From an optimization exercise on the open Yosys and OpenROAD flow, aimed at small area, a short achievable clock period and few clock cycles per item; shortcuts taken in it are not production practice. Function was checked by simulation only, so behaviour that the tests miss may differ from the original. No activity file was given, so power comes from the tool's default toggle rates.

==> inputs of run a <==
==> flow/design.v <==
package col2im_pkg;
   typedef enum logic [1:0] {
      ST_IDLE  = 2'd0,
      ST_ACCUM = 2'd1,
      ST_DRAIN = 2'd2
   } col2im_state_t;
   function automatic int calc_hp(input int w, input int k, input int s);
      calc_hp = (w - k) / s + 1;
   endfunction
   function automatic int calc_vp(input int h, input int k, input int s);
      calc_vp = (h - k) / s + 1;
   endfunction
   function automatic int calc_npos(input int w, input int h, input int k, input int s);
      calc_npos = calc_hp(w, k, s) * calc_vp(h, k, s);
   endfunction
   function automatic int calc_nelem(input int w, input int h, input int k, input int s);
      calc_nelem = calc_npos(w, h, k, s) * k * k;
   endfunction
   function automatic int cnt_w(input int n);
      cnt_w = (n > 1) ? $clog2(n) : 1;
   endfunction
endpackage
module col2im_addr_gen
#(
   parameter int IMAGE_WIDTH  = 8,
   parameter int IMAGE_HEIGHT = 8,
   parameter int KERNEL_SIZE  = 3,
   parameter int STRIDE       = 1,
   parameter int KW           = col2im_pkg::cnt_w(KERNEL_SIZE),
   parameter int PXW          = col2im_pkg::cnt_w(IMAGE_WIDTH),
   parameter int PYW          = col2im_pkg::cnt_w(col2im_pkg::calc_vp(IMAGE_HEIGHT, KERNEL_SIZE, STRIDE) + 1)
) (
   input  logic            clk,
   input  logic            clr,
   input  logic            adv,
   input  logic            dadv,
   output logic [KW-1:0]   kc,
   output logic [KW-1:0]   kr,
   output logic [PXW-1:0]  px,
   output logic [PYW-1:0]  py,
   output logic [KW-1:0]   kc_n,
   output logic [KW-1:0]   kr_n,
   output logic [PXW-1:0]  px_n,
   output logic [PYW-1:0]  py_n
);
   localparam int HP  = col2im_pkg::calc_hp(IMAGE_WIDTH, KERNEL_SIZE, STRIDE);
   localparam logic [KW-1:0]  KMAX  = KW'(KERNEL_SIZE - 1);
   localparam logic [PXW-1:0] PXMAX = PXW'(HP - 1);
   localparam logic [PXW-1:0] CMAX  = PXW'(IMAGE_WIDTH - 1);
   logic kc_end, kr_end, px_end;
   assign kc_end = (kc == KMAX);
   assign kr_end = (kr == KMAX);
   assign px_end = (px == PXMAX);
   always_comb begin
      kc_n = kc;
      kr_n = kr;
      px_n = px;
      py_n = py;
      if (adv) begin
         if (!kc_end) begin
            kc_n = kc + 1'b1;
         end else begin
            kc_n = '0;
            if (!kr_end) begin
               kr_n = kr + 1'b1;
            end else begin
               kr_n = '0;
               if (!px_end) begin
                  px_n = px + 1'b1;
               end else begin
                  px_n = '0;
                  py_n = py + 1'b1;
               end
            end
         end
      end else if (dadv) begin
         if (px == CMAX) begin
            px_n = '0;
            kr_n = kr + 1'b1;
         end else begin
            px_n = px + 1'b1;
         end
      end
   end
   always_ff @(posedge clk) begin
      if (clr) begin
         kc <= '0;
         kr <= '0;
         px <= '0;
         py <= '0;
      end else begin
         kc <= kc_n;
         kr <= kr_n;
         px <= px_n;
         py <= py_n;
      end
   end
endmodule
module col2im_2d_stream
#(
   parameter int IMAGE_WIDTH  = 8,
   parameter int IMAGE_HEIGHT = 8,
   parameter int KERNEL_SIZE  = 3,
   parameter int STRIDE       = 1,
   parameter int DATA_WIDTH   = 8,
   parameter int ACC_WIDTH    = DATA_WIDTH + $clog2(KERNEL_SIZE * KERNEL_SIZE)
) (
   input  logic                  clk,
   input  logic                  rst_n,
   input  logic                  start,
   input  logic                  in_valid,
   input  logic [DATA_WIDTH-1:0] in_data,
   output logic                  in_ready,
   output logic                  out_valid,
   output logic [ACC_WIDTH-1:0]  out_data,
   output logic                  out_last,
   input  logic                  out_ready,
   output logic                  busy,
   output logic                  done
);
   localparam int WBA = 11;
   localparam int WCB = 10;
   localparam int WCH = 11;
   localparam int WC  = 9;
   logic                  v_q;        
   logic [DATA_WIDTH-1:0] x_q;
   logic                  acc_on;     
   logic [1:0] kc, kr, kc_n, kr_n;
   logic [2:0] px, py, px_n, py_n;
   logic [WC-1:0]  l0c, l1c;
   logic [WBA-1:0] fba [8];
   logic [WCB-1:0] fcb [6];
   logic [WCH-1:0] fcb6, fcb7;
   logic                 skid_valid;   
   logic                 skid_last;
   logic [ACC_WIDTH-1:0] skid_data;
   logic frame_start, in_hs, pop, r0_free, skid_valid_nx;
   logic lane_a, lane_b, lane_c, px5, kc0, kc1, kc2;
   logic is_exit, exit_a, stall, step, drain, dstep, push, push_last;
   logic zero_op, last_elem, last_acc;
   logic v_q_nx;
   logic [ACC_WIDTH-1:0] opnd_n, opnd_q, sum;
   logic [DATA_WIDTH-1:0] x_eff;
   assign frame_start = start && !busy;
   assign in_hs       = in_valid && in_ready;
   assign pop         = out_valid && out_ready;
   col2im_addr_gen #(
      .IMAGE_WIDTH  (IMAGE_WIDTH),
      .IMAGE_HEIGHT (IMAGE_HEIGHT),
      .KERNEL_SIZE  (KERNEL_SIZE),
      .STRIDE       (STRIDE)
   ) u_addr_gen (
      .clk  (clk),
      .clr  (frame_start),
      .adv  (step),
      .dadv (dstep),
      .kc   (kc),
      .kr   (kr),
      .px   (px),
      .py   (py),
      .kc_n (kc_n),
      .kr_n (kr_n),
      .px_n (px_n),
      .py_n (py_n)
   );
   assign lane_a = (kr == 2'd0);
   assign lane_b = (kr == 2'd1);
   assign lane_c = (kr == 2'd2);
   assign kc0    = (kc == 2'd0);
   assign kc1    = (kc == 2'd1);
   assign kc2    = (kc == 2'd2);
   assign px5    = (px == 3'd5);
   assign is_exit   = kc0 || px5;
   assign exit_a    = lane_a && is_exit;
   assign stall     = exit_a && skid_valid;
   assign step      = v_q && !stall;
   assign last_elem = (py == 3'd5) && px5 && lane_c && kc2;
   assign drain     = busy && py[2] && py[1] && !kr[1];
   assign dstep     = drain && !skid_valid;
   assign push      = (step && exit_a) || dstep;
   assign push_last = drain && kr[0] && (px == 3'd7);
   assign zero_op = ((px_n == 3'd0) || (kc_n == 2'd2)) && ((kr_n == 2'd2) || (py_n == 3'd0));
   always_comb begin
      if (!busy) begin
         opnd_n = '0;
      end else if (py_n[2] && py_n[1]) begin
         if (!kr_n[0]) opnd_n = (dstep && !kr[0]) ? ACC_WIDTH'(fba[6]) : ACC_WIDTH'(fba[7]);
         else          opnd_n = (dstep &&  kr[0]) ? ACC_WIDTH'(fcb6)   : ACC_WIDTH'(fcb7);
      end else begin
         case (kr_n)
            2'd0:    opnd_n = (kc_n == 2'd0) ? ACC_WIDTH'(fba[7]) :
                              (kc_n == 2'd1) ? ACC_WIDTH'(fba[6]) : ACC_WIDTH'(fba[5]);
            2'd1:    opnd_n = (kc_n == 2'd0) ? ACC_WIDTH'(fcb7) :
                              (kc_n == 2'd1) ? ACC_WIDTH'(fcb6) : ACC_WIDTH'(fcb[5]);
            default: opnd_n = (kc_n == 2'd0) ? ACC_WIDTH'(l0c) : ACC_WIDTH'(l1c);
         endcase
         if (zero_op) opnd_n = '0;
      end
   end
   always_ff @(posedge clk) begin
      opnd_q <= opnd_n;
   end
   assign x_eff = v_q ? x_q : '0;
   assign sum   = opnd_q + ACC_WIDTH'(x_eff);
   always_ff @(posedge clk) begin
      if (step && !px5 && lane_c && kc1) l0c <= WC'(sum);
      if (step && !px5 && lane_c && kc2) l1c <= WC'(sum);
      if ((step && is_exit && lane_b) || (dstep && !kr[0])) begin
         fba[0] <= WBA'(sum);
         for (int n = 1; n < 8; n++) fba[n] <= fba[n-1];
      end else if (step && !px5 && lane_a) begin
         if (kc1) fba[6] <= WBA'(sum);
         if (kc2) fba[5] <= WBA'(sum);
      end
      if ((step && is_exit && lane_c) || (dstep && kr[0])) begin
         fcb[0] <= WCB'(sum);
         for (int n = 1; n < 6; n++) fcb[n] <= fcb[n-1];
         fcb6 <= WCH'(fcb[5]);
         fcb7 <= fcb6;
      end else if (step && !px5 && lane_b) begin
         if (kc1) fcb6   <= WCH'(sum);
         if (kc2) fcb[5] <= WCB'(sum);
      end
   end
   assign r0_free       = !out_valid || out_ready;
   assign skid_valid_nx = skid_valid ? !r0_free : (push && !r0_free);
   always_ff @(posedge clk) begin
      if (r0_free) begin
         if (skid_valid) out_data <= skid_data;
         else if (push)  out_data <= sum;
      end else if (push) begin
         skid_data <= sum;
         skid_last <= push_last;
      end
   end
   assign v_q_nx   = in_ready ? in_valid : (v_q && stall);
   assign last_acc = in_hs && (v_q ? ((py == 3'd5) && px5 && lane_c && kc1) : last_elem);
   always_ff @(posedge clk) begin
      if (in_ready) x_q <= in_data;
   end
   always_ff @(posedge clk or negedge rst_n) begin
      if (!rst_n) begin
         v_q       <= 1'b0;
         acc_on    <= 1'b0;
         in_ready  <= 1'b0;
         out_valid <= 1'b0;
         out_last  <= 1'b0;
         skid_valid <= 1'b0;
         busy      <= 1'b0;
         done      <= 1'b0;
      end else begin
         done      <= 1'b0;
         v_q       <= v_q_nx;
         skid_valid <= skid_valid_nx;
         if (r0_free) begin
            out_valid <= skid_valid || push;
            out_last  <= skid_valid ? skid_last : push_last;
         end
         if (frame_start) begin
            busy     <= 1'b1;
            acc_on   <= 1'b1;
            in_ready <= 1'b1;
         end else begin
            if (last_acc) acc_on <= 1'b0;
            in_ready <= acc_on && !last_acc && !skid_valid_nx;
            if (pop && out_last) begin
               busy <= 1'b0;
               done <= 1'b1;
            end
         end
      end
   end
endmodule
==> flow/flow/run.sh <==
#!/bin/bash
set -euo pipefail
bash standard.sh SETUP_SLACK_MARGIN=7 \
  "BUFFER_PORTS_ARGS=-buffer_cell sky130_fd_sc_hd__buf_2" \
  finish > flow_make.log 2>&1
==> flow/standard.sh <==
#!/bin/bash
# synth_recipe.tcl (not shown) runs the flow's synth.tcl, then flattens the netlist and writes it again
# the make line also repeats each setting of config.mk as NAME=value (left out here)
make -C /OpenROAD-flow-scripts/flow DESIGN_CONFIG=/design/flow/config.mk WORK_HOME=/design/flow/orfs CLKGATE_MAP_FILE= SYNTH_SCRIPT=/design/flow/synth_recipe.tcl "${@:-finish}"
==> flow/config.mk <==
export PLATFORM = sky130hd
export DESIGN_NAME = col2im_2d_stream
export DESIGN_NICKNAME = col2im_2d_stream
export VERILOG_FILES = /design/flow/design.v
export SDC_FILE = /design/flow/constraint.sdc
export NUM_CORES = 4
export LEC_CHECK = 0
export ABC_CLOCK_PERIOD_IN_PS = 3000
export CAP_MARGIN = 20
export CORE_MARGIN = 2
export CORE_UTILIZATION = 30
export SLEW_MARGIN = 20
==> flow/constraint.sdc <==
create_clock -name core_clock -period 10.0 [get_ports {clk}]
set_input_delay 2.0000 -clock core_clock [delete_from_list [all_inputs] [get_ports {clk}]]
set_output_delay 2.0000 -clock core_clock [all_outputs]
set_load 0.01 [all_outputs]
==> run b (differences from run a) <==
==> flow/design.v, changed modules only <==
module col2im_addr_gen
#(
   parameter int IMAGE_WIDTH  = 8,
   parameter int IMAGE_HEIGHT = 8,
   parameter int KERNEL_SIZE  = 3,
   parameter int STRIDE       = 1,
   parameter int KW           = col2im_pkg::cnt_w(KERNEL_SIZE),
   parameter int PXW          = col2im_pkg::cnt_w(IMAGE_WIDTH),
   parameter int PYW          = col2im_pkg::cnt_w(col2im_pkg::calc_vp(IMAGE_HEIGHT, KERNEL_SIZE, STRIDE) + 1)
) (
   input  logic            clk,
   input  logic            clr,
   input  logic            adv,
   input  logic            dadv,
   output logic [KW-1:0]   kc,
   output logic [KW-1:0]   kr,
   output logic [PXW-1:0]  px,
   output logic [PYW-1:0]  py
);
   localparam int HP  = col2im_pkg::calc_hp(IMAGE_WIDTH, KERNEL_SIZE, STRIDE);
   localparam logic [KW-1:0]  KMAX  = KW'(KERNEL_SIZE - 1);
   localparam logic [PXW-1:0] PXMAX = PXW'(HP - 1);
   localparam logic [PXW-1:0] CMAX  = PXW'(IMAGE_WIDTH - 1);
   logic kc_end, kr_end, px_end;
   assign kc_end = (kc == KMAX);
   assign kr_end = (kr == KMAX);
   assign px_end = (px == PXMAX);
   always_ff @(posedge clk) begin
      if (clr) begin
         kc <= '0;
         kr <= '0;
         px <= '0;
         py <= '0;
      end else if (adv) begin
         if (!kc_end) begin
            kc <= kc + 1'b1;
         end else begin
            kc <= '0;
            if (!kr_end) begin
               kr <= kr + 1'b1;
            end else begin
               kr <= '0;
               if (!px_end) begin
                  px <= px + 1'b1;
               end else begin
                  px <= '0;
                  py <= py + 1'b1;
               end
            end
         end
      end else if (dadv) begin
         if (px == CMAX) begin
            px <= '0;
            kr <= kr + 1'b1;
         end else begin
            px <= px + 1'b1;
         end
      end
   end
endmodule
module col2im_2d_stream
#(
   parameter int IMAGE_WIDTH  = 8,
   parameter int IMAGE_HEIGHT = 8,
   parameter int KERNEL_SIZE  = 3,
   parameter int STRIDE       = 1,
   parameter int DATA_WIDTH   = 8,
   parameter int ACC_WIDTH    = DATA_WIDTH + $clog2(KERNEL_SIZE * KERNEL_SIZE)
) (
   input  logic                  clk,
   input  logic                  rst_n,
   input  logic                  start,
   input  logic                  in_valid,
   input  logic [DATA_WIDTH-1:0] in_data,
   output logic                  in_ready,
   output logic                  out_valid,
   output logic [ACC_WIDTH-1:0]  out_data,
   output logic                  out_last,
   input  logic                  out_ready,
   output logic                  busy,
   output logic                  done
);
   localparam int WBA = 11;
   localparam int WCB = 10;
   localparam int WCH = 11;
   localparam int WC  = 9;
   logic                  v_q;        
   logic [DATA_WIDTH-1:0] x_q;
   logic                  acc_on;     
   logic [1:0] kc, kr;
   logic [2:0] px, py;
   logic [WC-1:0]  l0c, l1c;
   logic [WBA-1:0] fba [8];
   logic [WCB-1:0] fcb [6];
   logic [WCH-1:0] fcb6, fcb7;
   logic frame_start, in_hs, pop;
   logic lane_a, lane_b, lane_c, px0, px5, py0, kc0, kc1, kc2;
   logic is_exit, exit_a, stall, step, drain, dstep, push, push_last;
   logic zero_op, last_elem, last_acc;
   logic exit_a_succ, v_q_nx, out_valid_nx, risk_nx;
   logic [ACC_WIDTH-1:0] opnd, sum;
   logic [DATA_WIDTH-1:0] x_eff;
   assign frame_start = start && !busy;
   assign in_hs       = in_valid && in_ready;
   assign pop         = out_valid && out_ready;
   col2im_addr_gen #(
      .IMAGE_WIDTH  (IMAGE_WIDTH),
      .IMAGE_HEIGHT (IMAGE_HEIGHT),
      .KERNEL_SIZE  (KERNEL_SIZE),
      .STRIDE       (STRIDE)
   ) u_addr_gen (
      .clk  (clk),
      .clr  (frame_start),
      .adv  (step),
      .dadv (dstep),
      .kc   (kc),
      .kr   (kr),
      .px   (px),
      .py   (py)
   );
   assign lane_a = (kr == 2'd0);
   assign lane_b = (kr == 2'd1);
   assign lane_c = (kr == 2'd2);
   assign kc0    = (kc == 2'd0);
   assign kc1    = (kc == 2'd1);
   assign kc2    = (kc == 2'd2);
   assign px0    = (px == 3'd0);
   assign px5    = (px == 3'd5);
   assign py0    = (py == 3'd0);
   assign is_exit   = kc0 || px5;
   assign exit_a    = lane_a && is_exit;
   assign stall     = exit_a && out_valid && !out_ready;
   assign step      = v_q && !stall;
   assign last_elem = (py == 3'd5) && px5 && lane_c && kc2;
   assign drain     = busy && py[2] && py[1] && !kr[1];
   assign dstep     = drain && (!out_valid || out_ready);
   assign push      = (step && exit_a) || dstep;
   assign push_last = drain && kr[0] && (px == 3'd7);
   assign zero_op = (px0 || kc2) && (lane_c || py0);
   always_comb begin
      case (kr)
         2'd0:    opnd = kc0 ? ACC_WIDTH'(fba[7]) : kc1 ? ACC_WIDTH'(fba[6]) : ACC_WIDTH'(fba[5]);
         2'd1:    opnd = kc0 ? ACC_WIDTH'(fcb7)   : kc1 ? ACC_WIDTH'(fcb6)   : ACC_WIDTH'(fcb[5]);
         default: opnd = kc0 ? ACC_WIDTH'(l0c)    : ACC_WIDTH'(l1c);
      endcase
      if (zero_op) opnd = '0;
   end
   assign x_eff = v_q ? x_q : '0;
   assign sum   = opnd + ACC_WIDTH'(x_eff);
   always_ff @(posedge clk) begin
      if (step && !px5 && lane_c && kc1) l0c <= WC'(sum);
      if (step && !px5 && lane_c && kc2) l1c <= WC'(sum);
      if ((step && is_exit && lane_b) || (dstep && !kr[0])) begin
         fba[0] <= WBA'(sum);
         for (int n = 1; n < 8; n++) fba[n] <= fba[n-1];
      end else if (step && !px5 && lane_a) begin
         if (kc1) fba[6] <= WBA'(sum);
         if (kc2) fba[5] <= WBA'(sum);
      end
      if ((step && is_exit && lane_c) || (dstep && kr[0])) begin
         fcb[0] <= WCB'(sum);
         for (int n = 1; n < 6; n++) fcb[n] <= fcb[n-1];
         fcb6 <= WCH'(fcb[5]);
         fcb7 <= fcb6;
      end else if (step && !px5 && lane_b) begin
         if (kc1) fcb6   <= WCH'(sum);
         if (kc2) fcb[5] <= WCB'(sum);
      end
      if (push) out_data <= sum;
   end
   assign exit_a_succ  = (lane_c && kc2) || (lane_a && px5 && !kc2);
   assign v_q_nx       = in_ready ? in_valid : (v_q && stall);
   assign out_valid_nx = push || (out_valid && !out_ready);
   assign risk_nx      = v_q_nx && out_valid_nx && (step ? exit_a_succ : exit_a);
   assign last_acc = in_hs && (v_q ? ((py == 3'd5) && px5 && lane_c && kc1) : last_elem);
   always_ff @(posedge clk) begin
      if (in_ready) x_q <= in_data;
   end
   always_ff @(posedge clk or negedge rst_n) begin
      if (!rst_n) begin
         v_q       <= 1'b0;
         acc_on    <= 1'b0;
         in_ready  <= 1'b0;
         out_valid <= 1'b0;
         out_last  <= 1'b0;
         busy      <= 1'b0;
         done      <= 1'b0;
      end else begin
         done      <= 1'b0;
         v_q       <= v_q_nx;
         out_valid <= out_valid_nx;
         if (push) out_last <= push_last;
         if (frame_start) begin
            busy     <= 1'b1;
            acc_on   <= 1'b1;
            in_ready <= 1'b1;
         end else begin
            if (last_acc) acc_on <= 1'b0;
            in_ready <= acc_on && !last_acc && !risk_nx;
            if (pop && out_last) begin
               busy <= 1'b0;
               done <= 1'b1;
            end
         end
      end
   end
endmodule
==> flow/run.sh (new file) <==
#!/bin/bash
# synth_recipe.tcl (not shown) runs the flow's synth.tcl, then flattens the netlist and writes it again
# the make line also repeats each setting of config.mk as NAME=value (left out here)
make -C /OpenROAD-flow-scripts/flow DESIGN_CONFIG=/design/flow/config.mk WORK_HOME=/design/flow/orfs CLKGATE_MAP_FILE= SYNTH_SCRIPT=/design/flow/synth_recipe.tcl finish
Settings changed: ABC_CLOCK_PERIOD_IN_PS 3000 to unset.
removed: flow/flow/run.sh
removed: flow/standard.sh
==> comparison table <==
metric                                                                                run a                run b
Outcome                                                                      finished clean       finished clean
Share of the yosys chip area belonging to registers                                   66.0%                73.7%
Multiplexer share of the synthesized area                                             5.94%                3.94%
Count of routing violations after the opening detailed-route iteration                  601                  557
Worst Max-Slew Pin Slew                                                             1040 ps              1060 ps
Maximum clock frequency                                                             322 MHz              229 MHz
Number of buffer and inverter instances along the worst setup path                        1                    3
Cell area reported after detailed placement                                      0.0116 mm²          0.00971 mm²
Number of flip-flops and latches in the synthesized netlist                             250                  225
Number of multi-input logic gates                                                       545                  341
Met2 global-route usage                                                               20.6%                17.1%
Total combinational power                                                           1130 µW               658 µW
Hold path endpoint                                                      fba[4][9]$_DFFE_PP_  fba[3][2]$_DFFE_PP_
Number of global-route vias before repair                                              6697                 4800
Global-route wire length before repair                                             39400 µm             27400 µm
Type of element capturing the critical path                                  primary output            flip-flop
Total routed wirelength                                                            26100 µm             17400 µm
Global routing usage on met1                                                          18.9%                16.2%
Number of logic inverters in the finished layout                                         18                   16
Clock skew                                                                          14.9 ps              11.0 ps
Detail Route met2 WL                                                               11500 µm              7730 µm
Tap Count                                                                               468                  390
Total Power Consumption                                                             3690 µW              2790 µW
Number of inserted filler cells in the final layout                                    3484                 2835
Sequential-cell power consumption                                                   1550 µW              1290 µW
Count of buffers added by post-CTS timing repair for setup                               10                    0
Netlist cell types                                                                       62                   63
Testbench counts of run a, summed over its fixed seeds: cycles 8,232, frames 24.
Testbench counts of run b, summed over its fixed seeds: cycles 8,376, frames 24.

-- separate check: timing with driven ports --
Ports are ideal in the flow. The routed layouts listed here were re-timed in OpenROAD. Step 1 assumes that a clkbuf_16 drives the clock port and a buf_2 every other input. Step 2 also shifts input and output timing later by t, the mid clock arrival at the registers, as if the neighbouring blocks saw the same clock. a / b / c = ideal ports / drivers / drivers and shift; a / b = the first two.
run | shift t [ns] | setup slack, ns | hold slack, ns | worst register clock-pin slew, ns | pins driven straight from the clock port
run a | 0.591 | 6.896 / 6.849 / 6.544 | 0.416 / 0.416 / 0.416 | 0.07 / 0.07 | 1
run b | 0.542 | 5.634 / 5.657 / 5.116 | 0.414 / 0.414 / 0.414 | 0.06 / 0.06 | 1
After both steps every run listed still meets setup and hold. The setup slack of run b, which loses most, moves by +0.023 ns with the drivers and by -0.518 ns with both steps.
